Context: an optimization exercise on an open-source flow, tuned for small area, a short achievable clock period and few clock cycles per item. The choices shown serve that exercise and are no tape-out recipe. For this run, only the layout was checked, not whether the RTL still works.

==> design/flow/design.v <==
package gdn_pkg;
    localparam int NUM_MIN = 306;
    localparam int NUM_MAX = 3652364;
    function automatic logic [3:0] fwd_month_index(input logic [3:0] month);
        logic [3:0] r;
        case (month)
            4'd0:    r = 4'd9;
            4'd1:    r = 4'd10;
            4'd2:    r = 4'd11;
            4'd13:   r = 4'd10;
            4'd14:   r = 4'd11;
            4'd15:   r = 4'd0;
            default: r = month - 4'd3;
        endcase
        fwd_month_index = r;
    endfunction
    function automatic logic [8:0] month_offset(input logic [3:0] mi);
        logic [8:0] r;
        case (mi)
            4'd0:    r = 9'd0;
            4'd1:    r = 9'd31;
            4'd2:    r = 9'd61;
            4'd3:    r = 9'd92;
            4'd4:    r = 9'd122;
            4'd5:    r = 9'd153;
            4'd6:    r = 9'd184;
            4'd7:    r = 9'd214;
            4'd8:    r = 9'd245;
            4'd9:    r = 9'd275;
            4'd10:   r = 9'd306;
            4'd11:   r = 9'd337;
            default: r = 9'd0;
        endcase
        month_offset = r;
    endfunction
    function automatic logic [3:0] month_index(input logic [8:0] ddd);
        logic [3:0] mi;
        mi = 4'd0;
        for (int k = 1; k < 12; k++)
        begin
            if (ddd >= month_offset(4'(k)))
            begin
                mi = mi + 4'd1;
            end
        end
        month_index = mi;
    endfunction
endpackage
module gdn_est (
    input  logic [21:0] n,
    output logic [13:0] est
);
    wire e_w1;
    wire e_w2;
    assign e_w1 = n[7] ^ n[9];
    assign e_w2 = n[7] & n[9];
    wire e_w3;
    wire e_w4;
    assign e_w3 = n[8] ^ n[10];
    assign e_w4 = n[8] & n[10];
    wire e_w5;
    wire e_w6;
    assign e_w5 = n[9] ^ n[11] ^ n[12];
    assign e_w6 = (n[9] & n[11]) | (n[9] & n[12]) | (n[11] & n[12]);
    wire e_w7;
    wire e_w8;
    assign e_w7 = n[10] ^ n[12];
    assign e_w8 = n[10] & n[12];
    wire e_w9;
    wire e_w10;
    assign e_w9 = n[6] ^ n[8] ^ n[9];
    assign e_w10 = (n[6] & n[8]) | (n[6] & n[9]) | (n[8] & n[9]);
    wire e_w11;
    wire e_w12;
    assign e_w11 = e_w1 ^ n[10] ^ n[12];
    assign e_w12 = (e_w1 & n[10]) | (e_w1 & n[12]) | (n[10] & n[12]);
    wire e_w13;
    wire e_w14;
    assign e_w13 = ~n[15] ^ ~n[18];
    assign e_w14 = ~n[15] & ~n[18];
    wire e_w15;
    wire e_w16;
    assign e_w15 = e_w2 ^ e_w3 ^ n[11];
    assign e_w16 = (e_w2 & e_w3) | (e_w2 & n[11]) | (e_w3 & n[11]);
    wire e_w17;
    wire e_w18;
    assign e_w17 = n[13] ^ ~n[16] ^ n[19];
    assign e_w18 = (n[13] & ~n[16]) | (n[13] & n[19]) | (~n[16] & n[19]);
    wire e_w19;
    wire e_w20;
    assign e_w19 = e_w4 ^ e_w5 ^ n[14];
    assign e_w20 = (e_w4 & e_w5) | (e_w4 & n[14]) | (e_w5 & n[14]);
    wire e_w21;
    wire e_w22;
    assign e_w21 = ~n[17] ^ ~n[20] ^ ~n[19];
    assign e_w22 = (~n[17] & ~n[20]) | (~n[17] & ~n[19]) | (~n[20] & ~n[19]);
    wire e_w23;
    wire e_w24;
    assign e_w23 = e_w6 ^ e_w7 ^ n[13];
    assign e_w24 = (e_w6 & e_w7) | (e_w6 & n[13]) | (e_w7 & n[13]);
    wire e_w25;
    wire e_w26;
    assign e_w25 = n[15] ^ ~n[18] ^ ~n[21];
    assign e_w26 = (n[15] & ~n[18]) | (n[15] & ~n[21]) | (~n[18] & ~n[21]);
    wire e_w27;
    wire e_w28;
    assign e_w27 = e_w8 ^ n[11] ^ n[13];
    assign e_w28 = (e_w8 & n[11]) | (e_w8 & n[13]) | (n[11] & n[13]);
    wire e_w29;
    wire e_w30;
    assign e_w29 = n[14] ^ n[16] ^ n[19];
    assign e_w30 = (n[14] & n[16]) | (n[14] & n[19]) | (n[16] & n[19]);
    wire e_w31;
    wire e_w32;
    assign e_w31 = n[12] ^ n[14] ^ n[15];
    assign e_w32 = (n[12] & n[14]) | (n[12] & n[15]) | (n[14] & n[15]);
    wire e_w33;
    wire e_w34;
    assign e_w33 = n[17] ^ ~n[20] ^ n[19];
    assign e_w34 = (n[17] & ~n[20]) | (n[17] & n[19]) | (~n[20] & n[19]);
    wire e_w35;
    wire e_w36;
    assign e_w35 = n[13] ^ n[15] ^ n[16];
    assign e_w36 = (n[13] & n[15]) | (n[13] & n[16]) | (n[15] & n[16]);
    wire e_w37;
    wire e_w38;
    assign e_w37 = n[18] ^ ~n[21] ^ n[19];
    assign e_w38 = (n[18] & ~n[21]) | (n[18] & n[19]) | (~n[21] & n[19]);
    wire e_w39;
    wire e_w40;
    assign e_w39 = n[14] ^ n[16] ^ n[17];
    assign e_w40 = (n[14] & n[16]) | (n[14] & n[17]) | (n[16] & n[17]);
    wire e_w41;
    wire e_w42;
    assign e_w41 = n[19] ^ ~n[19];
    assign e_w42 = n[19] & ~n[19];
    wire e_w43;
    wire e_w44;
    assign e_w43 = n[15] ^ n[17] ^ n[18];
    assign e_w44 = (n[15] & n[17]) | (n[15] & n[18]) | (n[17] & n[18]);
    wire e_w45;
    wire e_w46;
    assign e_w45 = n[16] ^ n[18] ^ n[19];
    assign e_w46 = (n[16] & n[18]) | (n[16] & n[19]) | (n[18] & n[19]);
    wire e_w47;
    wire e_w48;
    assign e_w47 = n[17] ^ n[19];
    assign e_w48 = n[17] & n[19];
    wire e_w49;
    wire e_w50;
    assign e_w49 = n[18] ^ n[20];
    assign e_w50 = n[18] & n[20];
    wire e_w51;
    wire e_w52;
    assign e_w51 = e_w9 ^ n[11];
    assign e_w52 = e_w9 & n[11];
    wire e_w53;
    wire e_w54;
    assign e_w53 = e_w10 ^ e_w11 ^ e_w13;
    assign e_w54 = (e_w10 & e_w11) | (e_w10 & e_w13) | (e_w11 & e_w13);
    wire e_w55;
    wire e_w56;
    assign e_w55 = e_w12 ^ e_w14 ^ e_w15;
    assign e_w56 = (e_w12 & e_w14) | (e_w12 & e_w15) | (e_w14 & e_w15);
    wire e_w57;
    wire e_w58;
    assign e_w57 = e_w16 ^ e_w18 ^ e_w19;
    assign e_w58 = (e_w16 & e_w18) | (e_w16 & e_w19) | (e_w18 & e_w19);
    wire e_w59;
    wire e_w60;
    assign e_w59 = e_w20 ^ e_w22 ^ e_w23;
    assign e_w60 = (e_w20 & e_w22) | (e_w20 & e_w23) | (e_w22 & e_w23);
    wire e_w61;
    wire e_w62;
    assign e_w61 = e_w24 ^ e_w26 ^ e_w27;
    assign e_w62 = (e_w24 & e_w26) | (e_w24 & e_w27) | (e_w26 & e_w27);
    wire e_w63;
    wire e_w64;
    assign e_w63 = e_w28 ^ e_w30 ^ e_w31;
    assign e_w64 = (e_w28 & e_w30) | (e_w28 & e_w31) | (e_w30 & e_w31);
    wire e_w65;
    wire e_w66;
    assign e_w65 = e_w32 ^ e_w34 ^ e_w35;
    assign e_w66 = (e_w32 & e_w34) | (e_w32 & e_w35) | (e_w34 & e_w35);
    wire e_w67;
    wire e_w68;
    assign e_w67 = e_w36 ^ e_w38 ^ e_w39;
    assign e_w68 = (e_w36 & e_w38) | (e_w36 & e_w39) | (e_w38 & e_w39);
    wire e_w69;
    wire e_w70;
    assign e_w69 = e_w40 ^ e_w42 ^ e_w43;
    assign e_w70 = (e_w40 & e_w42) | (e_w40 & e_w43) | (e_w42 & e_w43);
    wire e_w71;
    wire e_w72;
    assign e_w71 = e_w44 ^ e_w45 ^ n[21];
    assign e_w72 = (e_w44 & e_w45) | (e_w44 & n[21]) | (e_w45 & n[21]);
    wire e_w73;
    wire e_w74;
    assign e_w73 = e_w46 ^ e_w47 ^ n[20];
    assign e_w74 = (e_w46 & e_w47) | (e_w46 & n[20]) | (e_w47 & n[20]);
    wire e_w75;
    wire e_w76;
    assign e_w75 = e_w48 ^ e_w49 ^ n[21];
    assign e_w76 = (e_w48 & e_w49) | (e_w48 & n[21]) | (e_w49 & n[21]);
    wire e_w77;
    wire e_w78;
    assign e_w77 = e_w50 ^ n[19] ^ n[21];
    assign e_w78 = (e_w50 & n[19]) | (e_w50 & n[21]) | (n[19] & n[21]);
    wire e_w79;
    wire e_w80;
    assign e_w79 = e_w51 ^ ~n[14];
    assign e_w80 = e_w51 & ~n[14];
    wire e_w81;
    wire e_w82;
    assign e_w81 = e_w52 ^ e_w53 ^ ~n[17];
    assign e_w82 = (e_w52 & e_w53) | (e_w52 & ~n[17]) | (e_w53 & ~n[17]);
    wire e_w83;
    wire e_w84;
    assign e_w83 = e_w54 ^ e_w55 ^ e_w17;
    assign e_w84 = (e_w54 & e_w55) | (e_w54 & e_w17) | (e_w55 & e_w17);
    wire e_w85;
    wire e_w86;
    assign e_w85 = e_w56 ^ e_w57 ^ e_w21;
    assign e_w86 = (e_w56 & e_w57) | (e_w56 & e_w21) | (e_w57 & e_w21);
    wire e_w87;
    wire e_w88;
    assign e_w87 = e_w58 ^ e_w59 ^ e_w25;
    assign e_w88 = (e_w58 & e_w59) | (e_w58 & e_w25) | (e_w59 & e_w25);
    wire e_w89;
    wire e_w90;
    assign e_w89 = e_w60 ^ e_w61 ^ e_w29;
    assign e_w90 = (e_w60 & e_w61) | (e_w60 & e_w29) | (e_w61 & e_w29);
    wire e_w91;
    wire e_w92;
    assign e_w91 = e_w62 ^ e_w63 ^ e_w33;
    assign e_w92 = (e_w62 & e_w63) | (e_w62 & e_w33) | (e_w63 & e_w33);
    wire e_w93;
    wire e_w94;
    assign e_w93 = e_w64 ^ e_w65 ^ e_w37;
    assign e_w94 = (e_w64 & e_w65) | (e_w64 & e_w37) | (e_w65 & e_w37);
    wire e_w95;
    wire e_w96;
    assign e_w95 = e_w66 ^ e_w67 ^ e_w41;
    assign e_w96 = (e_w66 & e_w67) | (e_w66 & e_w41) | (e_w67 & e_w41);
    wire e_w97;
    wire e_w98;
    assign e_w97 = e_w68 ^ e_w69 ^ ~n[20];
    assign e_w98 = (e_w68 & e_w69) | (e_w68 & ~n[20]) | (e_w69 & ~n[20]);
    wire e_w99;
    wire e_w100;
    assign e_w99 = e_w70 ^ e_w71 ^ ~n[20];
    assign e_w100 = (e_w70 & e_w71) | (e_w70 & ~n[20]) | (e_w71 & ~n[20]);
    wire e_w101;
    wire e_w102;
    assign e_w101 = e_w72 ^ e_w73 ^ ~n[20];
    assign e_w102 = (e_w72 & e_w73) | (e_w72 & ~n[20]) | (e_w73 & ~n[20]);
    wire e_w103;
    wire e_w104;
    assign e_w103 = e_w74 ^ e_w75 ^ ~n[20];
    assign e_w104 = (e_w74 & e_w75) | (e_w74 & ~n[20]) | (e_w75 & ~n[20]);
    wire e_w105;
    wire e_w106;
    assign e_w105 = e_w76 ^ e_w77 ^ ~n[20];
    assign e_w106 = (e_w76 & e_w77) | (e_w76 & ~n[20]) | (e_w77 & ~n[20]);
    wire e_w107;
    wire e_w108;
    assign e_w107 = e_w78 ^ n[20] ^ ~n[20];
    assign e_w108 = (e_w78 & n[20]) | (e_w78 & ~n[20]) | (n[20] & ~n[20]);
    wire e_w109;
    wire e_w110;
    assign e_w109 = n[21] ^ ~n[20];
    assign e_w110 = n[21] & ~n[20];
    wire [16:0] e_a = {e_w110, e_w108, e_w106, e_w104, e_w102, e_w100, e_w98, e_w96, e_w94, e_w92, e_w90, e_w88, e_w86, e_w84, e_w82, e_w80, e_w79};
    wire [16:0] e_b = {~n[20], e_w109, e_w107, e_w105, e_w103, e_w101, e_w99, e_w97, e_w95, e_w93, e_w91, e_w89, e_w87, e_w85, e_w83, e_w81, n[17]};
    wire [16:0] e;
    assign e = e_a + e_b;
    assign est = e[16:3];
endmodule
module gdn_q (
    input  logic [13:0] y,
    output logic [6:0] q
);
    wire c_w1;
    wire c_w2;
    assign c_w1 = y[3] ^ y[6];
    assign c_w2 = y[3] & y[6];
    wire c_w3;
    wire c_w4;
    assign c_w3 = y[2] ^ y[4] ^ y[7];
    assign c_w4 = (y[2] & y[4]) | (y[2] & y[7]) | (y[4] & y[7]);
    wire c_w5;
    wire c_w6;
    assign c_w5 = y[3] ^ y[5] ^ y[8];
    assign c_w6 = (y[3] & y[5]) | (y[3] & y[8]) | (y[5] & y[8]);
    wire c_w7;
    wire c_w8;
    assign c_w7 = y[4] ^ y[6];
    assign c_w8 = y[4] & y[6];
    wire c_w9;
    wire c_w10;
    assign c_w9 = y[5] ^ y[7] ^ y[10];
    assign c_w10 = (y[5] & y[7]) | (y[5] & y[10]) | (y[7] & y[10]);
    wire c_w11;
    wire c_w12;
    assign c_w11 = y[6] ^ y[8] ^ y[11];
    assign c_w12 = (y[6] & y[8]) | (y[6] & y[11]) | (y[8] & y[11]);
    wire c_w13;
    wire c_w14;
    assign c_w13 = y[7] ^ y[9] ^ y[12];
    assign c_w14 = (y[7] & y[9]) | (y[7] & y[12]) | (y[9] & y[12]);
    wire c_w15;
    wire c_w16;
    assign c_w15 = y[8] ^ y[10] ^ y[13];
    assign c_w16 = (y[8] & y[10]) | (y[8] & y[13]) | (y[10] & y[13]);
    wire c_w17;
    wire c_w18;
    assign c_w17 = y[9] ^ y[11];
    assign c_w18 = y[9] & y[11];
    wire c_w19;
    wire c_w20;
    assign c_w19 = y[10] ^ y[12];
    assign c_w20 = y[10] & y[12];
    wire c_w21;
    wire c_w22;
    assign c_w21 = y[11] ^ y[13];
    assign c_w22 = y[11] & y[13];
    wire c_w23;
    wire c_w24;
    assign c_w23 = y[2] ^ y[5];
    assign c_w24 = y[2] & y[5];
    wire c_w25;
    wire c_w26;
    assign c_w25 = c_w1 ^ ~y[11] ^ ~y[10];
    assign c_w26 = (c_w1 & ~y[11]) | (c_w1 & ~y[10]) | (~y[11] & ~y[10]);
    wire c_w27;
    wire c_w28;
    assign c_w27 = c_w2 ^ c_w3 ^ ~y[12];
    assign c_w28 = (c_w2 & c_w3) | (c_w2 & ~y[12]) | (c_w3 & ~y[12]);
    wire c_w29;
    wire c_w30;
    assign c_w29 = c_w4 ^ c_w5 ^ ~y[13];
    assign c_w30 = (c_w4 & c_w5) | (c_w4 & ~y[13]) | (c_w5 & ~y[13]);
    wire c_w31;
    wire c_w32;
    assign c_w31 = c_w6 ^ c_w7 ^ ~y[9];
    assign c_w32 = (c_w6 & c_w7) | (c_w6 & ~y[9]) | (c_w7 & ~y[9]);
    wire c_w33;
    wire c_w34;
    assign c_w33 = c_w8 ^ c_w9 ^ ~y[9];
    assign c_w34 = (c_w8 & c_w9) | (c_w8 & ~y[9]) | (c_w9 & ~y[9]);
    wire c_w35;
    wire c_w36;
    assign c_w35 = c_w10 ^ c_w11 ^ ~y[9];
    assign c_w36 = (c_w10 & c_w11) | (c_w10 & ~y[9]) | (c_w11 & ~y[9]);
    wire c_w37;
    wire c_w38;
    assign c_w37 = c_w12 ^ c_w13 ^ ~y[9];
    assign c_w38 = (c_w12 & c_w13) | (c_w12 & ~y[9]) | (c_w13 & ~y[9]);
    wire c_w39;
    wire c_w40;
    assign c_w39 = c_w14 ^ c_w15 ^ ~y[9];
    assign c_w40 = (c_w14 & c_w15) | (c_w14 & ~y[9]) | (c_w15 & ~y[9]);
    wire c_w41;
    wire c_w42;
    assign c_w41 = c_w16 ^ c_w17 ^ ~y[9];
    assign c_w42 = (c_w16 & c_w17) | (c_w16 & ~y[9]) | (c_w17 & ~y[9]);
    wire c_w43;
    wire c_w44;
    assign c_w43 = c_w18 ^ c_w19 ^ ~y[9];
    assign c_w44 = (c_w18 & c_w19) | (c_w18 & ~y[9]) | (c_w19 & ~y[9]);
    wire c_w45;
    wire c_w46;
    assign c_w45 = c_w20 ^ c_w21 ^ ~y[9];
    assign c_w46 = (c_w20 & c_w21) | (c_w20 & ~y[9]) | (c_w21 & ~y[9]);
    wire c_w47;
    wire c_w48;
    assign c_w47 = c_w22 ^ y[12] ^ ~y[9];
    assign c_w48 = (c_w22 & y[12]) | (c_w22 & ~y[9]) | (y[12] & ~y[9]);
    wire c_w49;
    wire c_w50;
    assign c_w49 = y[13] ^ ~y[9];
    assign c_w50 = y[13] & ~y[9];
    wire [13:0] c_a = {c_w48, c_w46, c_w44, c_w42, c_w40, c_w38, c_w36, c_w34, c_w32, c_w30, c_w28, c_w26, c_w24, c_w23};
    wire [13:0] c_b = {c_w49, c_w47, c_w45, c_w43, c_w41, c_w39, c_w37, c_w35, c_w33, c_w31, c_w29, c_w27, c_w25, y[10]};
    wire [13:0] c;
    assign c = c_a + c_b;
    assign q = c[13:7];
endmodule
module gdn_s (
    input  logic [9:0] a,
    input  logic [13:0] y,
    output logic [17:0] s
);
    wire s_w1;
    wire s_w2;
    assign s_w1 = a[3] ^ y[3];
    assign s_w2 = a[3] & y[3];
    wire s_w3;
    wire s_w4;
    assign s_w3 = a[4] ^ y[4] ^ y[2];
    assign s_w4 = (a[4] & y[4]) | (a[4] & y[2]) | (y[4] & y[2]);
    wire s_w5;
    wire s_w6;
    assign s_w5 = a[5] ^ y[5] ^ y[3];
    assign s_w6 = (a[5] & y[5]) | (a[5] & y[3]) | (y[5] & y[3]);
    wire s_w7;
    wire s_w8;
    assign s_w7 = a[6] ^ y[6] ^ y[4];
    assign s_w8 = (a[6] & y[6]) | (a[6] & y[4]) | (y[6] & y[4]);
    wire s_w9;
    wire s_w10;
    assign s_w9 = a[7] ^ y[7] ^ y[5];
    assign s_w10 = (a[7] & y[7]) | (a[7] & y[5]) | (y[7] & y[5]);
    wire s_w11;
    wire s_w12;
    assign s_w11 = a[8] ^ y[8] ^ y[6];
    assign s_w12 = (a[8] & y[8]) | (a[8] & y[6]) | (y[8] & y[6]);
    wire s_w13;
    wire s_w14;
    assign s_w13 = a[9] ^ y[9] ^ y[7];
    assign s_w14 = (a[9] & y[9]) | (a[9] & y[7]) | (y[9] & y[7]);
    wire s_w15;
    wire s_w16;
    assign s_w15 = y[10] ^ y[8];
    assign s_w16 = y[10] & y[8];
    wire s_w17;
    wire s_w18;
    assign s_w17 = y[11] ^ y[9];
    assign s_w18 = y[11] & y[9];
    wire s_w19;
    wire s_w20;
    assign s_w19 = a[2] ^ y[2];
    assign s_w20 = a[2] & y[2];
    wire s_w21;
    wire s_w22;
    assign s_w21 = s_w1 ^ y[1] ^ y[0];
    assign s_w22 = (s_w1 & y[1]) | (s_w1 & y[0]) | (y[1] & y[0]);
    wire s_w23;
    wire s_w24;
    assign s_w23 = s_w2 ^ s_w3 ^ y[1];
    assign s_w24 = (s_w2 & s_w3) | (s_w2 & y[1]) | (s_w3 & y[1]);
    wire s_w25;
    wire s_w26;
    assign s_w25 = s_w4 ^ s_w5 ^ y[2];
    assign s_w26 = (s_w4 & s_w5) | (s_w4 & y[2]) | (s_w5 & y[2]);
    wire s_w27;
    wire s_w28;
    assign s_w27 = s_w6 ^ s_w7 ^ y[3];
    assign s_w28 = (s_w6 & s_w7) | (s_w6 & y[3]) | (s_w7 & y[3]);
    wire s_w29;
    wire s_w30;
    assign s_w29 = s_w8 ^ s_w9 ^ y[4];
    assign s_w30 = (s_w8 & s_w9) | (s_w8 & y[4]) | (s_w9 & y[4]);
    wire s_w31;
    wire s_w32;
    assign s_w31 = s_w10 ^ s_w11 ^ y[5];
    assign s_w32 = (s_w10 & s_w11) | (s_w10 & y[5]) | (s_w11 & y[5]);
    wire s_w33;
    wire s_w34;
    assign s_w33 = s_w12 ^ s_w13 ^ y[6];
    assign s_w34 = (s_w12 & s_w13) | (s_w12 & y[6]) | (s_w13 & y[6]);
    wire s_w35;
    wire s_w36;
    assign s_w35 = s_w14 ^ s_w15 ^ y[7];
    assign s_w36 = (s_w14 & s_w15) | (s_w14 & y[7]) | (s_w15 & y[7]);
    wire s_w37;
    wire s_w38;
    assign s_w37 = s_w16 ^ s_w17 ^ y[8];
    assign s_w38 = (s_w16 & s_w17) | (s_w16 & y[8]) | (s_w17 & y[8]);
    wire s_w39;
    wire s_w40;
    assign s_w39 = s_w18 ^ y[12] ^ y[10];
    assign s_w40 = (s_w18 & y[12]) | (s_w18 & y[10]) | (y[12] & y[10]);
    wire s_w41;
    wire s_w42;
    assign s_w41 = y[13] ^ y[11];
    assign s_w42 = y[13] & y[11];
    wire s_w43;
    wire s_w44;
    assign s_w43 = a[0] ^ y[0];
    assign s_w44 = a[0] & y[0];
    wire s_w45;
    wire s_w46;
    assign s_w45 = a[1] ^ y[1] ^ y[3];
    assign s_w46 = (a[1] & y[1]) | (a[1] & y[3]) | (y[1] & y[3]);
    wire s_w47;
    wire s_w48;
    assign s_w47 = s_w19 ^ y[0] ^ y[4];
    assign s_w48 = (s_w19 & y[0]) | (s_w19 & y[4]) | (y[0] & y[4]);
    wire s_w49;
    wire s_w50;
    assign s_w49 = s_w20 ^ s_w21 ^ y[5];
    assign s_w50 = (s_w20 & s_w21) | (s_w20 & y[5]) | (s_w21 & y[5]);
    wire s_w51;
    wire s_w52;
    assign s_w51 = s_w22 ^ s_w23 ^ y[6];
    assign s_w52 = (s_w22 & s_w23) | (s_w22 & y[6]) | (s_w23 & y[6]);
    wire s_w53;
    wire s_w54;
    assign s_w53 = s_w24 ^ s_w25 ^ y[7];
    assign s_w54 = (s_w24 & s_w25) | (s_w24 & y[7]) | (s_w25 & y[7]);
    wire s_w55;
    wire s_w56;
    assign s_w55 = s_w26 ^ s_w27 ^ y[8];
    assign s_w56 = (s_w26 & s_w27) | (s_w26 & y[8]) | (s_w27 & y[8]);
    wire s_w57;
    wire s_w58;
    assign s_w57 = s_w28 ^ s_w29 ^ y[9];
    assign s_w58 = (s_w28 & s_w29) | (s_w28 & y[9]) | (s_w29 & y[9]);
    wire s_w59;
    wire s_w60;
    assign s_w59 = s_w30 ^ s_w31 ^ y[10];
    assign s_w60 = (s_w30 & s_w31) | (s_w30 & y[10]) | (s_w31 & y[10]);
    wire s_w61;
    wire s_w62;
    assign s_w61 = s_w32 ^ s_w33 ^ y[11];
    assign s_w62 = (s_w32 & s_w33) | (s_w32 & y[11]) | (s_w33 & y[11]);
    wire s_w63;
    wire s_w64;
    assign s_w63 = s_w34 ^ s_w35 ^ y[12];
    assign s_w64 = (s_w34 & s_w35) | (s_w34 & y[12]) | (s_w35 & y[12]);
    wire s_w65;
    wire s_w66;
    assign s_w65 = s_w36 ^ s_w37 ^ y[13];
    assign s_w66 = (s_w36 & s_w37) | (s_w36 & y[13]) | (s_w37 & y[13]);
    wire s_w67;
    wire s_w68;
    assign s_w67 = s_w38 ^ s_w39 ^ y[9];
    assign s_w68 = (s_w38 & s_w39) | (s_w38 & y[9]) | (s_w39 & y[9]);
    wire s_w69;
    wire s_w70;
    assign s_w69 = s_w40 ^ s_w41 ^ y[10];
    assign s_w70 = (s_w40 & s_w41) | (s_w40 & y[10]) | (s_w41 & y[10]);
    wire s_w71;
    wire s_w72;
    assign s_w71 = s_w42 ^ y[12] ^ y[11];
    assign s_w72 = (s_w42 & y[12]) | (s_w42 & y[11]) | (y[12] & y[11]);
    wire s_w73;
    wire s_w74;
    assign s_w73 = y[13] ^ y[12];
    assign s_w74 = y[13] & y[12];
    wire [17:0] s_a = {1'b0, s_w74, s_w72, s_w70, s_w68, s_w66, s_w64, s_w62, s_w60, s_w58, s_w56, s_w54, s_w52, s_w50, s_w48, s_w46, s_w44, s_w43};
    wire [17:0] s_b = {1'b0, y[13], s_w73, s_w71, s_w69, s_w67, s_w65, s_w63, s_w61, s_w59, s_w57, s_w55, s_w53, s_w51, s_w49, s_w47, s_w45, y[2]};
    assign s = s_a + s_b;
endmodule
module gdn_z (
    input  logic t,
    input  logic [17:0] s,
    input  logic [13:0] y,
    input  logic [6:0] q,
    output logic [21:0] z
);
    wire z_w1;
    wire z_w2;
    assign z_w1 = y[0] ^ y[2];
    assign z_w2 = y[0] & y[2];
    wire z_w3;
    wire z_w4;
    assign z_w3 = y[1] ^ y[3] ^ y[4];
    assign z_w4 = (y[1] & y[3]) | (y[1] & y[4]) | (y[3] & y[4]);
    wire z_w5;
    wire z_w6;
    assign z_w5 = y[2] ^ y[4] ^ y[5];
    assign z_w6 = (y[2] & y[4]) | (y[2] & y[5]) | (y[4] & y[5]);
    wire z_w7;
    wire z_w8;
    assign z_w7 = y[3] ^ y[5] ^ y[6];
    assign z_w8 = (y[3] & y[5]) | (y[3] & y[6]) | (y[5] & y[6]);
    wire z_w9;
    wire z_w10;
    assign z_w9 = y[4] ^ y[6] ^ y[7];
    assign z_w10 = (y[4] & y[6]) | (y[4] & y[7]) | (y[6] & y[7]);
    wire z_w11;
    wire z_w12;
    assign z_w11 = y[5] ^ y[7] ^ y[8];
    assign z_w12 = (y[5] & y[7]) | (y[5] & y[8]) | (y[7] & y[8]);
    wire z_w13;
    wire z_w14;
    assign z_w13 = y[6] ^ y[8] ^ y[9];
    assign z_w14 = (y[6] & y[8]) | (y[6] & y[9]) | (y[8] & y[9]);
    wire z_w15;
    wire z_w16;
    assign z_w15 = y[7] ^ y[9] ^ y[10];
    assign z_w16 = (y[7] & y[9]) | (y[7] & y[10]) | (y[9] & y[10]);
    wire z_w17;
    wire z_w18;
    assign z_w17 = y[8] ^ y[10] ^ y[11];
    assign z_w18 = (y[8] & y[10]) | (y[8] & y[11]) | (y[10] & y[11]);
    wire z_w19;
    wire z_w20;
    assign z_w19 = y[9] ^ y[11] ^ y[12];
    assign z_w20 = (y[9] & y[11]) | (y[9] & y[12]) | (y[11] & y[12]);
    wire z_w21;
    wire z_w22;
    assign z_w21 = y[10] ^ y[12];
    assign z_w22 = y[10] & y[12];
    wire z_w23;
    wire z_w24;
    assign z_w23 = s[0] ^ t;
    assign z_w24 = s[0] & t;
    wire z_w25;
    wire z_w26;
    assign z_w25 = s[1] ^ q[3];
    assign z_w26 = s[1] & q[3];
    wire z_w27;
    wire z_w28;
    assign z_w27 = s[2] ^ q[4];
    assign z_w28 = s[2] & q[4];
    wire z_w29;
    wire z_w30;
    assign z_w29 = s[3] ^ q[5];
    assign z_w30 = s[3] & q[5];
    wire z_w31;
    wire z_w32;
    assign z_w31 = s[4] ^ q[6];
    assign z_w32 = s[4] & q[6];
    wire z_w33;
    wire z_w34;
    assign z_w33 = y[0] ^ s[5];
    assign z_w34 = y[0] & s[5];
    wire z_w35;
    wire z_w36;
    assign z_w35 = y[0] ^ y[1] ^ s[6];
    assign z_w36 = (y[0] & y[1]) | (y[0] & s[6]) | (y[1] & s[6]);
    wire z_w37;
    wire z_w38;
    assign z_w37 = y[1] ^ y[2];
    assign z_w38 = y[1] & y[2];
    wire z_w39;
    wire z_w40;
    assign z_w39 = z_w1 ^ y[3] ^ s[8];
    assign z_w40 = (z_w1 & y[3]) | (z_w1 & s[8]) | (y[3] & s[8]);
    wire z_w41;
    wire z_w42;
    assign z_w41 = z_w2 ^ z_w3 ^ s[9];
    assign z_w42 = (z_w2 & z_w3) | (z_w2 & s[9]) | (z_w3 & s[9]);
    wire z_w43;
    wire z_w44;
    assign z_w43 = z_w4 ^ z_w5 ^ s[10];
    assign z_w44 = (z_w4 & z_w5) | (z_w4 & s[10]) | (z_w5 & s[10]);
    wire z_w45;
    wire z_w46;
    assign z_w45 = z_w6 ^ z_w7 ^ s[11];
    assign z_w46 = (z_w6 & z_w7) | (z_w6 & s[11]) | (z_w7 & s[11]);
    wire z_w47;
    wire z_w48;
    assign z_w47 = z_w8 ^ z_w9 ^ s[12];
    assign z_w48 = (z_w8 & z_w9) | (z_w8 & s[12]) | (z_w9 & s[12]);
    wire z_w49;
    wire z_w50;
    assign z_w49 = z_w10 ^ z_w11 ^ s[13];
    assign z_w50 = (z_w10 & z_w11) | (z_w10 & s[13]) | (z_w11 & s[13]);
    wire z_w51;
    wire z_w52;
    assign z_w51 = z_w12 ^ z_w13 ^ s[14];
    assign z_w52 = (z_w12 & z_w13) | (z_w12 & s[14]) | (z_w13 & s[14]);
    wire z_w53;
    wire z_w54;
    assign z_w53 = z_w14 ^ z_w15 ^ s[15];
    assign z_w54 = (z_w14 & z_w15) | (z_w14 & s[15]) | (z_w15 & s[15]);
    wire z_w55;
    wire z_w56;
    assign z_w55 = z_w16 ^ z_w17 ^ s[16];
    assign z_w56 = (z_w16 & z_w17) | (z_w16 & s[16]) | (z_w17 & s[16]);
    wire z_w57;
    wire z_w58;
    assign z_w57 = z_w18 ^ z_w19 ^ s[17];
    assign z_w58 = (z_w18 & z_w19) | (z_w18 & s[17]) | (z_w19 & s[17]);
    wire z_w59;
    wire z_w60;
    assign z_w59 = z_w20 ^ z_w21 ^ y[13];
    assign z_w60 = (z_w20 & z_w21) | (z_w20 & y[13]) | (z_w21 & y[13]);
    wire z_w61;
    wire z_w62;
    assign z_w61 = z_w22 ^ y[11] ^ y[13];
    assign z_w62 = (z_w22 & y[11]) | (z_w22 & y[13]) | (y[11] & y[13]);
    wire z_w63;
    wire z_w64;
    assign z_w63 = z_w23 ^ q[2];
    assign z_w64 = z_w23 & q[2];
    wire z_w65;
    wire z_w66;
    assign z_w65 = z_w24 ^ z_w25 ^ ~q[1];
    assign z_w66 = (z_w24 & z_w25) | (z_w24 & ~q[1]) | (z_w25 & ~q[1]);
    wire z_w67;
    wire z_w68;
    assign z_w67 = z_w26 ^ z_w27 ^ ~q[2];
    assign z_w68 = (z_w26 & z_w27) | (z_w26 & ~q[2]) | (z_w27 & ~q[2]);
    wire z_w69;
    wire z_w70;
    assign z_w69 = z_w28 ^ z_w29 ^ ~q[3];
    assign z_w70 = (z_w28 & z_w29) | (z_w28 & ~q[3]) | (z_w29 & ~q[3]);
    wire z_w71;
    wire z_w72;
    assign z_w71 = z_w30 ^ z_w31 ^ ~q[4];
    assign z_w72 = (z_w30 & z_w31) | (z_w30 & ~q[4]) | (z_w31 & ~q[4]);
    wire z_w73;
    wire z_w74;
    assign z_w73 = z_w32 ^ z_w33 ^ ~q[5];
    assign z_w74 = (z_w32 & z_w33) | (z_w32 & ~q[5]) | (z_w33 & ~q[5]);
    wire z_w75;
    wire z_w76;
    assign z_w75 = z_w34 ^ z_w35 ^ ~q[6];
    assign z_w76 = (z_w34 & z_w35) | (z_w34 & ~q[6]) | (z_w35 & ~q[6]);
    wire z_w77;
    wire z_w78;
    assign z_w77 = z_w36 ^ z_w37 ^ ~s[7];
    assign z_w78 = (z_w36 & z_w37) | (z_w36 & ~s[7]) | (z_w37 & ~s[7]);
    wire z_w79;
    wire z_w80;
    assign z_w79 = z_w38 ^ z_w39 ^ ~s[7];
    assign z_w80 = (z_w38 & z_w39) | (z_w38 & ~s[7]) | (z_w39 & ~s[7]);
    wire z_w81;
    wire z_w82;
    assign z_w81 = z_w40 ^ z_w41 ^ ~s[7];
    assign z_w82 = (z_w40 & z_w41) | (z_w40 & ~s[7]) | (z_w41 & ~s[7]);
    wire z_w83;
    wire z_w84;
    assign z_w83 = z_w42 ^ z_w43 ^ ~s[7];
    assign z_w84 = (z_w42 & z_w43) | (z_w42 & ~s[7]) | (z_w43 & ~s[7]);
    wire z_w85;
    wire z_w86;
    assign z_w85 = z_w44 ^ z_w45 ^ ~s[7];
    assign z_w86 = (z_w44 & z_w45) | (z_w44 & ~s[7]) | (z_w45 & ~s[7]);
    wire z_w87;
    wire z_w88;
    assign z_w87 = z_w46 ^ z_w47 ^ ~s[7];
    assign z_w88 = (z_w46 & z_w47) | (z_w46 & ~s[7]) | (z_w47 & ~s[7]);
    wire z_w89;
    wire z_w90;
    assign z_w89 = z_w48 ^ z_w49 ^ ~s[7];
    assign z_w90 = (z_w48 & z_w49) | (z_w48 & ~s[7]) | (z_w49 & ~s[7]);
    wire z_w91;
    wire z_w92;
    assign z_w91 = z_w50 ^ z_w51 ^ ~s[7];
    assign z_w92 = (z_w50 & z_w51) | (z_w50 & ~s[7]) | (z_w51 & ~s[7]);
    wire z_w93;
    wire z_w94;
    assign z_w93 = z_w52 ^ z_w53 ^ ~s[7];
    assign z_w94 = (z_w52 & z_w53) | (z_w52 & ~s[7]) | (z_w53 & ~s[7]);
    wire z_w95;
    wire z_w96;
    assign z_w95 = z_w54 ^ z_w55 ^ ~s[7];
    assign z_w96 = (z_w54 & z_w55) | (z_w54 & ~s[7]) | (z_w55 & ~s[7]);
    wire z_w97;
    wire z_w98;
    assign z_w97 = z_w56 ^ z_w57 ^ ~s[7];
    assign z_w98 = (z_w56 & z_w57) | (z_w56 & ~s[7]) | (z_w57 & ~s[7]);
    wire z_w99;
    wire z_w100;
    assign z_w99 = z_w58 ^ z_w59 ^ ~s[7];
    assign z_w100 = (z_w58 & z_w59) | (z_w58 & ~s[7]) | (z_w59 & ~s[7]);
    wire z_w101;
    wire z_w102;
    assign z_w101 = z_w60 ^ z_w61 ^ ~s[7];
    assign z_w102 = (z_w60 & z_w61) | (z_w60 & ~s[7]) | (z_w61 & ~s[7]);
    wire z_w103;
    wire z_w104;
    assign z_w103 = z_w62 ^ y[12] ^ ~s[7];
    assign z_w104 = (z_w62 & y[12]) | (z_w62 & ~s[7]) | (y[12] & ~s[7]);
    wire z_w105;
    wire z_w106;
    assign z_w105 = y[13] ^ ~s[7];
    assign z_w106 = y[13] & ~s[7];
    wire [21:0] z_a = {z_w104, z_w102, z_w100, z_w98, z_w96, z_w94, z_w92, z_w90, z_w88, z_w86, z_w84, z_w82, z_w80, z_w78, z_w76, z_w74, z_w72, z_w70, z_w68, z_w66, z_w64, z_w63};
    wire [21:0] z_b = {z_w105, z_w103, z_w101, z_w99, z_w97, z_w95, z_w93, z_w91, z_w89, z_w87, z_w85, z_w83, z_w81, z_w79, z_w77, z_w75, z_w73, z_w71, z_w69, z_w67, z_w65, ~q[0]};
    assign z = z_a + z_b;
endmodule
module gregorian_day_number_convert_top (
    input  logic         clk,
    input  logic         rst_n,
    input  logic         req_valid,
    output logic         req_ready,
    input  logic         req_type,
    input  logic [13:0]  year_in,
    input  logic [3:0]   month_in,
    input  logic [4:0]   day_in,
    input  logic [21:0]  number_in,
    output logic         rsp_valid,
    input  logic         rsp_ready,
    output logic [21:0]  number_out,
    output logic [13:0]  year_out,
    output logic [3:0]   month_out,
    output logic [4:0]   day_out,
    output logic         range_error
);
    logic        v1_reg, v2_reg, v3_reg, v4_reg, v5_reg;
    logic        en;
    logic        s1_typ_reg;
    logic        s1_err_reg;
    logic [22:0] s1_w_reg;
    logic        s2_typ_reg;
    logic        s2_err_reg;
    logic [13:0] s2_y_reg;
    logic [9:0]  s2_a_reg;
    logic        s3_typ_reg;
    logic        s3_err_reg;
    logic [13:0] s3_y_reg;
    logic [17:0] s3_s_reg;
    logic [6:0]  s3_q_reg;
    logic        s4_typ_reg;
    logic        s4_err_reg;
    logic        s4_leap_reg;
    logic [1:0]  s4_yh_reg;
    logic [21:0] s4_p_reg;
    logic        s5_num_reg;
    logic        s5_date_reg;
    logic        s5_err_reg;
    logic [22:0] s5_p_reg;
    assign en = !v5_reg || rsp_ready;
    assign req_ready = en;
    assign rsp_valid = v5_reg;
    always_ff @(posedge clk or negedge rst_n)
    begin
        if (!rst_n)
        begin
            v1_reg <= 1'b0;
            v2_reg <= 1'b0;
            v3_reg <= 1'b0;
            v4_reg <= 1'b0;
            v5_reg <= 1'b0;
        end
        else if (en)
        begin
            v1_reg <= req_valid;
            v2_reg <= v1_reg;
            v3_reg <= v2_reg;
            v4_reg <= v3_reg;
            v5_reg <= v4_reg;
        end
    end
    logic [3:0]  a_mi;
    logic        a_wrap;
    logic [13:0] a_yf;
    logic        a_late;
    logic        a_ferr;
    logic        a_gbad;
    always_comb
    begin
        a_mi = gdn_pkg::fwd_month_index(month_in);
        a_wrap = (a_mi >= 4'd10);
        a_yf = year_in - 14'(a_wrap);
        a_late = (a_mi == 4'd11) || ((a_mi == 4'd10) && (day_in != 5'd0));
        if (a_wrap)
        begin
            a_ferr = (year_in == 14'd0) || (year_in > 14'd10000)
                  || ((year_in == 14'd10000) && a_late) || ((year_in == 14'd1) && !a_late);
        end
        else
        begin
            a_ferr = (year_in > 14'd9999) || ((year_in == 14'd9999) && a_late)
                  || ((year_in == 14'd0) && !a_late);
        end
        a_gbad = (number_in < 22'(gdn_pkg::NUM_MIN)) || (number_in > 22'(gdn_pkg::NUM_MAX));
    end
    always_ff @(posedge clk)
    begin
        if (en)
        begin
            s1_typ_reg <= req_type;
            s1_err_reg <= req_type ? a_gbad : a_ferr;
            s1_w_reg <= req_type ? {1'b0, number_in} : {a_yf, a_mi, day_in};
        end
    end
    logic [13:0] b_est;
    logic [3:0]  b_mi;
    logic [8:0]  b_mo;
    logic [8:0]  b_off;
    assign b_mi = s1_w_reg[8:5];
    assign b_mo = (b_mi == 4'd1) ? 9'd31 : (b_mi == 4'd2) ? 9'd61 : (b_mi == 4'd3) ? 9'd92
                : (b_mi == 4'd4) ? 9'd122 : (b_mi == 4'd5) ? 9'd153 : (b_mi == 4'd6) ? 9'd184
                : (b_mi == 4'd7) ? 9'd214 : (b_mi == 4'd8) ? 9'd245 : (b_mi == 4'd9) ? 9'd275
                : (b_mi == 4'd10) ? 9'd306 : (b_mi == 4'd11) ? 9'd337 : 9'd0;
    assign b_off = b_mo + 9'(s1_w_reg[4:0]);
    gdn_est u_est (.n(s1_w_reg[21:0]), .est(b_est));
    always_ff @(posedge clk)
    begin
        if (en)
        begin
            s2_typ_reg <= s1_typ_reg;
            s2_err_reg <= s1_err_reg;
            s2_y_reg <= s1_typ_reg ? b_est : s1_w_reg[22:9];
            s2_a_reg <= s1_typ_reg ? ~s1_w_reg[9:0] : {1'b0, b_off};
        end
    end
    logic [6:0]  c_q;
    logic [17:0] c_s;
    gdn_q u_q (.y(s2_y_reg), .q(c_q));
    gdn_s u_s (.a(s2_a_reg), .y(s2_y_reg), .s(c_s));
    always_ff @(posedge clk)
    begin
        if (en)
        begin
            s3_typ_reg <= s2_typ_reg;
            s3_err_reg <= s2_err_reg;
            s3_y_reg <= s2_y_reg;
            s3_s_reg <= c_s;
            s3_q_reg <= c_q;
        end
    end
    logic [21:0] m_z;
    logic [4:0]  m_rem25;
    logic        m_leap;
    gdn_z u_z (.t(s3_typ_reg), .s(s3_s_reg), .y(s3_y_reg), .q(s3_q_reg), .z(m_z));
    always_comb
    begin
        m_rem25 = s3_y_reg[6:2] - 5'(s3_q_reg) * 5'd25;
        m_leap = (s3_y_reg[1:0] == 2'd0) && ((m_rem25 != 5'd0) || (s3_q_reg[1:0] == 2'd0));
    end
    always_ff @(posedge clk)
    begin
        if (en)
        begin
            s4_typ_reg <= s3_typ_reg;
            s4_err_reg <= s3_err_reg;
            s4_leap_reg <= m_leap;
            s4_yh_reg <= s3_y_reg[13:12];
            s4_p_reg <= s3_typ_reg ? {s3_y_reg[11:0], m_z[9:0]} : m_z;
        end
    end
    logic        e_back;
    logic [9:0]  e_dd;
    logic        e_wrap;
    logic [8:0]  e_d;
    logic [11:0] e_ge;
    logic [11:0] e_m;
    logic [4:0]  e_k;
    logic [3:0]  e_month;
    logic [4:0]  e_day;
    logic [13:0] e_y;
    logic [13:0] e_year;
    always_comb
    begin
        e_back = !s4_p_reg[9];
        e_dd = ~s4_p_reg[9:0];
        e_d = e_dd[8:0] + (e_back ? 9'd365 + 9'(s4_leap_reg) : 9'd0);
        e_wrap = e_back ? (e_dd[8:0] >= (s4_leap_reg ? 9'd452 : 9'd453))
                        : (e_dd >= 10'd306);
        for (int k = 0; k < 12; k++)
        begin
            e_ge[k] = (e_d >= gdn_pkg::month_offset(4'(k)));
        end
        for (int k = 0; k < 11; k++)
        begin
            e_m[k] = e_ge[k] && !e_ge[k + 1];
        end
        e_m[11] = e_ge[11];
        e_k = 5'd0;
        e_month = 4'd0;
        for (int k = 0; k < 12; k++)
        begin
            e_k = e_k | ({5{e_m[k]}} & 5'(9'd1 - gdn_pkg::month_offset(4'(k))));
            e_month = e_month | ({4{e_m[k]}} & 4'((k + 2) % 12 + 1));
        end
        e_day = e_d[4:0] + e_k;
        e_y = {s4_yh_reg, s4_p_reg[21:10]};
        e_year = e_y + {{13{e_back && !e_wrap}}, e_back != e_wrap};
    end
    always_ff @(posedge clk)
    begin
        if (en)
        begin
            s5_num_reg <= !s4_typ_reg && !s4_err_reg;
            s5_date_reg <= s4_typ_reg && !s4_err_reg;
            s5_err_reg <= s4_err_reg;
            s5_p_reg <= s4_typ_reg ? {e_year, e_month, e_day} : {1'b0, s4_p_reg};
        end
    end
    assign range_error = s5_err_reg;
    assign number_out = s5_num_reg ? s5_p_reg[21:0] : 22'd0;
    assign year_out = s5_date_reg ? s5_p_reg[22:9] : 14'd0;
    assign month_out = s5_date_reg ? s5_p_reg[8:5] : 4'd0;
    assign day_out = s5_date_reg ? s5_p_reg[4:0] : 5'd0;
endmodule
==> design/flow/run.sh <==
#!/bin/bash
# synth_recipe.tcl (not shown) runs the flow's synth.tcl, then flattens the netlist and writes it again
# the make line also repeats each setting of config.mk as NAME=value (left out here)
make -C /OpenROAD-flow-scripts/flow DESIGN_CONFIG=/design/flow/config.mk WORK_HOME=/design/flow/orfs CLKGATE_MAP_FILE= SYNTH_SCRIPT=/design/flow/synth_recipe.tcl finish
==> design/flow/config.mk <==
export PLATFORM = sky130hd
export DESIGN_NAME = gregorian_day_number_convert_top
export DESIGN_NICKNAME = gregorian_day_number_convert_top
export VERILOG_FILES = /design/flow/design.v
export SDC_FILE = /design/flow/constraint.sdc
export NUM_CORES = 4
export LEC_CHECK = 0
export CAP_MARGIN = 20
export CORE_MARGIN = 2
export CORE_UTILIZATION = 60
export CTS_BUF_LIST = sky130_fd_sc_hd__clkbuf_4 sky130_fd_sc_hd__clkbuf_8
export CTS_CLUSTER_SIZE = 40
export PLACE_DENSITY = 0.75
export SETUP_SLACK_MARGIN = 4.4
export SLEW_MARGIN = 20
==> design/flow/constraint.sdc <==
create_clock -name core_clock -period 9.0 [get_ports {clk}]
set_input_delay 1.8000 -clock core_clock [delete_from_list [all_inputs] [get_ports {clk}]]
set_output_delay 1.8000 -clock core_clock [all_outputs]
set_load 0.01 [all_outputs]
==> metrics.yaml <==
min-delay-start: "s2_typ_reg"
rr_worst_depth: 17
worst_path_cell_chain: "ha_1, inv_1, fa_1, inv_2, fa_1, inv_1, fa_1, inv_1, ha_1, a31o_1, a21oi_2, o211ai_2, a211oi_2, o31ai_2, o41a_1, and4b_1, or3_1"
netlist_instances: 1416
slew_violations: 0
die_area_mm2: 0.02617
post_synth.cell_area_avg_um2: 10.55
grt_remaining_overflow: 0
track_usage: 0.2393
die_width_um: 161.8
max-slew-margin-rel: 0.4474
routed-via-count: 10660
floorplan.rows: 57
cts.sink_count: 150
synth_cell_types: 84
hold_viol: 0
clk-insertion-delay-late_ns: 0.46
actual_transition_at_the_worst_max_transition_pin_ns: 0.8280
synthesis.nets: 1757
floorplan.die.height_um: 161.8
grt_max_degree: 94
fmax_achieved_mhz: 211.4
ff2ff_setup_slack_ns: 4.27
layout.cells.most_common: "sky130_fd_sc_hd__inv_1"
antenna_violating_nets_post_route: 0
critical_path.endpoint_type: "register"
timing.hold.worst.class: "register to register"
drc: 0
syn_to_final_growth_pct: 13.05
number_of_enable_type_register_cells_in_the_synthesized_netlist: 145
drt_first_pass_iters: 5
run_status: "complete, no violations"
fin_crit_sh: 0.5255
i_o_buffers: 97
timing.critical_path.required_ns: 9.22
viasPerCell: 5.730
cts_tree: "yes"
critical_path.n_buffers_inverters: 4
cp_data_arrival_time_ns: 4.94
ctsLongestPathBuffers: 2
critPathLaunchType: "register"
grt_pass1_vias: 10890
synth-async-reset-ratio: 0.03333
number_of_primary_i_o_pins: 98
dominant_register_cell_in_the_synthesized_netlist: "sky130_fd_sc_hd__edfxtp_1"
crit_fanout: 3
min_to: "s3_typ_reg"
final_estimated_routing_congestion_in_global_placement: 0.8718
netlist_area_mm2: 0.01493
antenna-diode-count: 0
fin_setup_tns_ns: 0
route.final.wire_length_mm: 29.90
grt_antenna_before_repair: 0
critPathTopFamily: "adder cells"
clock_tree.root_cell: "sky130_fd_sc_hd__clkbuf_8"
final_cell_mix: "160 x sky130_fd_sc_hd__inv_1, 155 x sky130_fd_sc_hd__ha_1, 145 x sky130_fd_sc_hd__edfxtp_1, 135 x sky130_fd_sc_hd__fa_1, 95 x sky130_fd_sc_hd__clkdlybuf4s50_1"
cts_inserted_buffers: 17
layout.nets: 1864
cts_htree_levels: 4
initial_core_util: 0.6122
worst-setup-path-type: "register to register"
fp.coreArea_mm2: 0.02439
post_drt_wl_per_cell_um: 16.07
grt_setup_unrepaired: "yes"
dp_hpwl_mm: 23.43
crit-reg2reg-capture: "s2_y_reg[13]"
grt_first_pass_wirelength_mm: 50.31
layout-drive-gt1-share: 0.08138
clk_pin_slew_worst_paths_ns: 0.09
fin_crit_ns: 4.729
slowest_delay_ns: 0.51
ys_warn_count: 1
drt-initial-drc-count: 621
worst_slack_ns: 4.271
synth_seq_area_share: 0.3000
preCtsSetupSlack_ns: 3.543
hold_depth: 0
final-setup-viol-count: 0
cap_viol_max_count: 0
finClkSkew_ns: 0.01656
critical-path-slowest-cell: "sky130_fd_sc_hd__fa_1"
timing.rr.start: "s1_w_reg[9]"
ys_seq_elements: 150
[how the worst max path moves through the flow]
stage | startpoint | slack (ns) | to | depth (start not counted)
6_report | s1_w_reg[9] | 4.27 | s2_y_reg[13] | 17
3_3_place_gp | rsp_ready | 3.55 | req_ready | 3
5_1_grt | s1_w_reg[9] | 4.11 | s2_y_reg[13] | 17
4_1_cts | s1_w_reg[9] | 4.24 | s2_y_reg[13] | 17
3_5_place_dp | rsp_ready | 3.54 | req_ready | 3
2_1_floorplan | s1_w_reg[9] | 4.38 | s2_y_reg[13] | 17
[per-layer routing]
metal  GRT usage  vias up  wire length, µm
met5           0        -                0
met4      0.1062        0             1042
met3     0.02732       60              962
met2      0.4621      272            16320
met1      0.2626     5113            11570
li1            -     5212                -
[worst reg2reg max path: stages, from the launching register on]
cell,delay [ns]
sky130_fd_sc_hd__edfxtp_1,0.45
sky130_fd_sc_hd__ha_1,0.30
sky130_fd_sc_hd__inv_1,0.05
sky130_fd_sc_hd__fa_1,0.49
sky130_fd_sc_hd__inv_2,0.04
sky130_fd_sc_hd__fa_1,0.49
sky130_fd_sc_hd__inv_1,0.05
sky130_fd_sc_hd__fa_1,0.51
sky130_fd_sc_hd__inv_1,0.05
sky130_fd_sc_hd__ha_1,0.28
sky130_fd_sc_hd__a31o_1,0.19
sky130_fd_sc_hd__a21oi_2,0.17
sky130_fd_sc_hd__o211ai_2,0.13
sky130_fd_sc_hd__a211oi_2,0.27
sky130_fd_sc_hd__o31ai_2,0.12
sky130_fd_sc_hd__o41a_1,0.35
sky130_fd_sc_hd__and4b_1,0.20
sky130_fd_sc_hd__or3_1,0.36
[cell families after synthesis]
| logic type | share of synthesized area |
|---|---|
| flops | 0.3000 |
| compound gates | 0.1330 |
| mux | 0.02572 |
| simple gates | 0.1250 |
| xor+xnor | 0.05630 |
| fa+ha+maj | 0.3117 |
| buf+inv | 0.04835 |
[per-stage QoR]
step | std cells | cell area [µm²] | hold WS (ns) | util
floorplan | 1416 | 14960 | 0.4003 | -
CTS | 1854 | 16790 | 0.4298 | 0.6883
detailed placement | 1812 | 16250 | 0.4075 | 0.6664
global route | 1860 | 16880 | 0.4368 | 0.6922
global placement | 1812 | 16260 | 0.4061 | 0.6666
finish | 1860 | 16880 | 0.4223 | 0.6922
[Yosys cell counts, drive strengths merged (11+ instances only)]
cell type	count	area (µm²)
o21ai	63	315.3
nor2	95	359.1
o21a	19	142.6
a21oi	64	327.8
a211oi	11	87.58
fa	135	2703
o31ai	12	90.09
xnor2	61	534.3
nor3	31	160.1
o211ai	11	92.58
a21o	31	232.7
and2	52	325.3
a31oi	12	75.07
nand3	18	90.09
xor2	35	306.5
nor2b	12	75.07
ha	156	1952
edfxtp	145	4354
nand2b	12	75.07
clkbuf	24	90.09
nand2	72	272.8
mux2	27	304.0
inv	163	611.8
[what timing repair did]
item,CTS,global route
gates resized for setup,8,11
hold endpoints to repair,0,0
hold buffers,0,0
endpoints found under the setup margin,10,15
pin swaps,3,3
gates cloned,2,0
setup buffers,8,5
[layout make-up]
type                            count  area, µm²
Multi-Input combinational cell   1076       9863
Tap cell                          324      405.4
Timing Repair Buffer              115       1107
Fill cell                        1832       7508
Clock buffer                       21      264.0
Sequential cell                   150       4479
Inverter                          163      611.8
Clock inverter                     11      151.4

[what the ideal ports hide]
How much do the figures lean on ideal ports? The routed layout below was timed once more, with nothing changed but the port constraints.
Step 1 sets driving cells, clkbuf_16 on the clock port and buf_2 on the other inputs (assumed; they add their load-dependent delay and slew).
Step 2 times the ports against the registers' clock, not the clock port: input delays grow and output delays shrink by t, the midpoint of the rising clock arrivals with the driver on.
Three values: ideal ports, drivers, drivers and shift; two values: the first two.
t (ns): 0.495
setup slack, ns: 4.271 / 4.271 / 4.035
worst slew at a driven data input, ns: 0.04
cell pins on the clock port's net: 1
After both steps this run still meets setup and hold. For this run, drivers alone change the setup slack by 0.000 ns; drivers and shift together by -0.236 ns.
